What follows belongs to an exercise in optimizing a design on an open flow for small area and a short achievable clock period; a production flow would make more cautious choices.
Function was checked by simulation only, so behaviour that the tests miss may differ from the original.
Power is estimated from default activity; no workload was simulated.

==> flow/design.v (excerpt) <==
module retire_stage (
    input  wire logic clk_i,
    input  wire logic rst_ni,
    input  wire logic issue_valid_i,
    output logic      issue_ready_o,
    output logic      issue_id_valid_o,
    output rob_pkg::rob_id_t   issue_id_o,
    input  wire logic issue_id_ready_i,
    input  wire logic [4-1:0]             retire_valid_i,
    input  wire logic [4*3-1:0]   retire_id_i,
    input  wire logic [4*16-1:0] retire_data_i,
    output logic      commit_valid_o,
    output rob_pkg::rob_id_t   commit_id_o,
    output rob_pkg::rob_data_t commit_data_o,
    input  wire logic commit_ready_i
);
export LEC_CHECK = 0
export CAP_MARGIN = 20
export CORE_MARGIN = 2
export CORE_UTILIZATION = 30
export CTS_BUF_LIST = sky130_fd_sc_hd__clkbuf_2 sky130_fd_sc_hd__clkbuf_4 sky130_fd_sc_hd__clkbuf_8
export PLACE_DENSITY = 0.45
export SETUP_SLACK_MARGIN = 2.4
export SLEW_MARGIN = 20
export SYNTH_HIERARCHICAL = 1
create_clock -name core_clock -period 4.5 [get_ports {clk_i}]
standard.sh (not shown) runs the stock make flow with config.mk's settings and CLKGATE_MAP_FILE= SYNTH_SCRIPT=/design/flow/synth_recipe.tcl, a recipe that flattens the netlist after the stock synthesis.
==> flow/flow/run.sh <==
#!/bin/bash
# Layout flow: the standard flow (standard.sh) with three changes
#  - logic is mapped by ABC with an area-oriented script (flow/abc_area.script);
#    flip-flops are mapped before ABC, so the registers are the standard ones
#  - the port buffers are plain buf_1 cells
#  - clock tree synthesis adds no dummy load cells
# Each tool's output goes to the log files ORFS writes under orfs/logs, and
# the whole run's output to flow_run.log here.
set -euo pipefail
here=$(pwd)
{
  printf 'proc abc {args} {\n'
  printf '  set i [lsearch $args -script]\n'
  printf '  if {$i >= 0} { lset args [expr {$i + 1}] %s }\n' "$here/flow/abc_area.script"
  printf '  yosys abc {*}$args\n'
  printf '}\n'
  cat "$here/synth_recipe.tcl"
} > "$here/own_synth.tcl"
sed "s|SYNTH_SCRIPT=[^ ]*|SYNTH_SCRIPT=$here/own_synth.tcl|" standard.sh > own_standard.sh
grep -q "SYNTH_SCRIPT=$here/own_synth.tcl" own_standard.sh
export BUFFER_PORTS_ARGS="-buffer_cell sky130_fd_sc_hd__buf_1"
export CTS_ARGS="-sink_clustering_enable -repair_clock_nets -dont_use_dummy_load -buf_list {sky130_fd_sc_hd__clkbuf_2 sky130_fd_sc_hd__clkbuf_4 sky130_fd_sc_hd__clkbuf_8}"
bash own_standard.sh finish > flow_run.log 2>&1
==> flow/flow/abc_area.script <==
&get -n
&st
&dch
&nf -a
&put
The first run completed without violations.
Rerun with:
Settings changed: SETUP_SLACK_MARGIN 2.4 to 2.6.
Total power went up by 8.7%. Design area rose by 4.2%. Routed wire length goes up by 3.2%. Sequential power is about the same. Synthesized area does not change. Non-clock buffer count climbs by 8. Die area stays the same. Global-route usage grows by 0.83 points. Utilization grows by 1.5 points. Via count rose by 2.1%.
Rerun with:
--- a/flow/flow/run.sh
+++ b/flow/flow/run.sh
@@ -1,4 +1,4 @@
 #!/bin/bash
-# Layout flow: the standard flow (standard.sh) with three changes
+# Layout flow: the standard flow (standard.sh) with two changes
 #  - logic is mapped by ABC with an area-oriented script (flow/abc_area.script);
 #    flip-flops are mapped before ABC, so the registers are the standard ones
Settings changed: SETUP_SLACK_MARGIN 2.6 to 2.35.
The new run ran to the end with no violations.
Wire length went down by about 3%.
Critical path depth went down by 2.
First-iteration DRC count went up by about 5.6%.
Sequential power is about the same.
Synthesized area is unchanged.
Rerun with:
--- a/flow/flow/run.sh
+++ b/flow/flow/run.sh
@@ -1,4 +1,4 @@
 #!/bin/bash
-# Layout flow: the standard flow (standard.sh) with two changes
+# Layout flow: the standard flow (standard.sh) with three changes
 #  - logic is mapped by ABC with an area-oriented script (flow/abc_area.script);
 #    flip-flops are mapped before ABC, so the registers are the standard ones
Settings changed: SETUP_SLACK_MARGIN 2.35 to 2.3.
Result:
- The new run completed with no timing, DRC or antenna violations
- worst setup slack loses 0.029 ns
- design area barely changes
- hold slack hardly moves
- global-route usage hardly moves
- sequential share of layout area hardly moves
- die area stays the same
- power stays flat

---

retire_stage, a different RTL version from the one above (not shown whole).
For scale: ~160 flip-flops, ~110 I/O pins.
Settings: LEC_CHECK=0, CAP_MARGIN=20, CORE_MARGIN=2, CORE_UTILIZATION=40, CTS_BUF_LIST=sky130_fd_sc_hd__clkbuf_2 sky130_fd_sc_hd__clkbuf_4 sky130_fd_sc_hd__clkbuf_8, PLACE_DENSITY=0.6, SETUP_SLACK_MARGIN=2.3, SLEW_MARGIN=20, SYNTH_HIERARCHICAL=1; clock period 4.5 ns.
==> flow/flow/run.sh <==
#!/bin/bash
# Layout flow: the standard flow (standard.sh) with two changes
#  - logic is mapped by ABC with an area-oriented script (flow/abc_area.script);
#    flip-flops are mapped before ABC, so the registers are the standard ones
#  - the port buffers are plain buf_1 cells
# Each tool's output goes to the log files ORFS writes under orfs/logs, and
# the whole run's output to flow_run.log here.
set -euo pipefail
here=$(pwd)
{
  printf 'proc abc {args} {\n'
  printf '  set i [lsearch $args -script]\n'
  printf '  if {$i >= 0} { lset args [expr {$i + 1}] %s }\n' "$here/flow/abc_area.script"
  printf '  yosys abc {*}$args\n'
  printf '}\n'
  cat "$here/synth_recipe.tcl"
} > "$here/own_synth.tcl"
sed "s|SYNTH_SCRIPT=[^ ]*|SYNTH_SCRIPT=$here/own_synth.tcl|" standard.sh > own_standard.sh
grep -q "SYNTH_SCRIPT=$here/own_synth.tcl" own_standard.sh
export BUFFER_PORTS_ARGS="-buffer_cell sky130_fd_sc_hd__buf_1"
bash own_standard.sh finish > flow_run.log 2>&1
Scripts as last shown in full above: flow/flow/abc_area.script
The starting point completed with no timing, DRC or antenna violations.
Then changed:
Settings changed: CORE_UTILIZATION 40 to 30, PLACE_DENSITY 0.6 to 0.45.
First-iteration DRC count went down by roughly a tenth.
Worst setup slack gets worse by 6.3 ps.
Sequential power hardly moves.

port drivers added, routing unchanged:
The results above use ideal ports. As a check the final layouts listed here were re-extracted and re-timed, cells and wires unchanged. Step 1: set_driving_cell puts a clkbuf_16 on clk_i and a buf_2 on each other input, an assumption about the parent block. Step 2 times the ports against the registers' clock, not the clock port: input delays grow and output delays shrink by t, the midpoint of the rising clock arrivals with the driver on. Three values: no drivers, after step 1, after step 2; two values: the first two.
| run | t (ns) | setup WS [ns] | latest minus earliest clock arrival (ns) | worst slew at a driven data input, ns |
|---|---|---|---|---|
| the first run of note 1 | 0.490 | 2.361 / 2.347 / 1.928 | 0.031 / 0.032 | 0.05 |
| the second run of note 1 | 0.490 | 2.330 / 2.330 / 2.121 | 0.030 / 0.030 | 0.04 |
| the third run of note 1 | 0.493 | 2.314 / 2.336 / 1.846 | 0.031 / 0.031 | 0.05 |
| the fourth run of note 1 | 0.493 | 2.285 / 2.308 / 1.815 | 0.029 / 0.029 | 0.05 |
| the first run of note 2 | 0.506 | 2.271 / 2.231 / 1.832 | 0.015 / 0.015 | 0.05 |
| the second run of note 2 | 0.516 | 2.264 / 2.231 / 1.780 | 0.022 / 0.023 | 0.04 |
After both steps setup and hold are still met in every run listed. For the second run of note 2, which loses most, drivers alone change the setup slack by -0.033 ns; drivers and shift together by -0.484 ns.
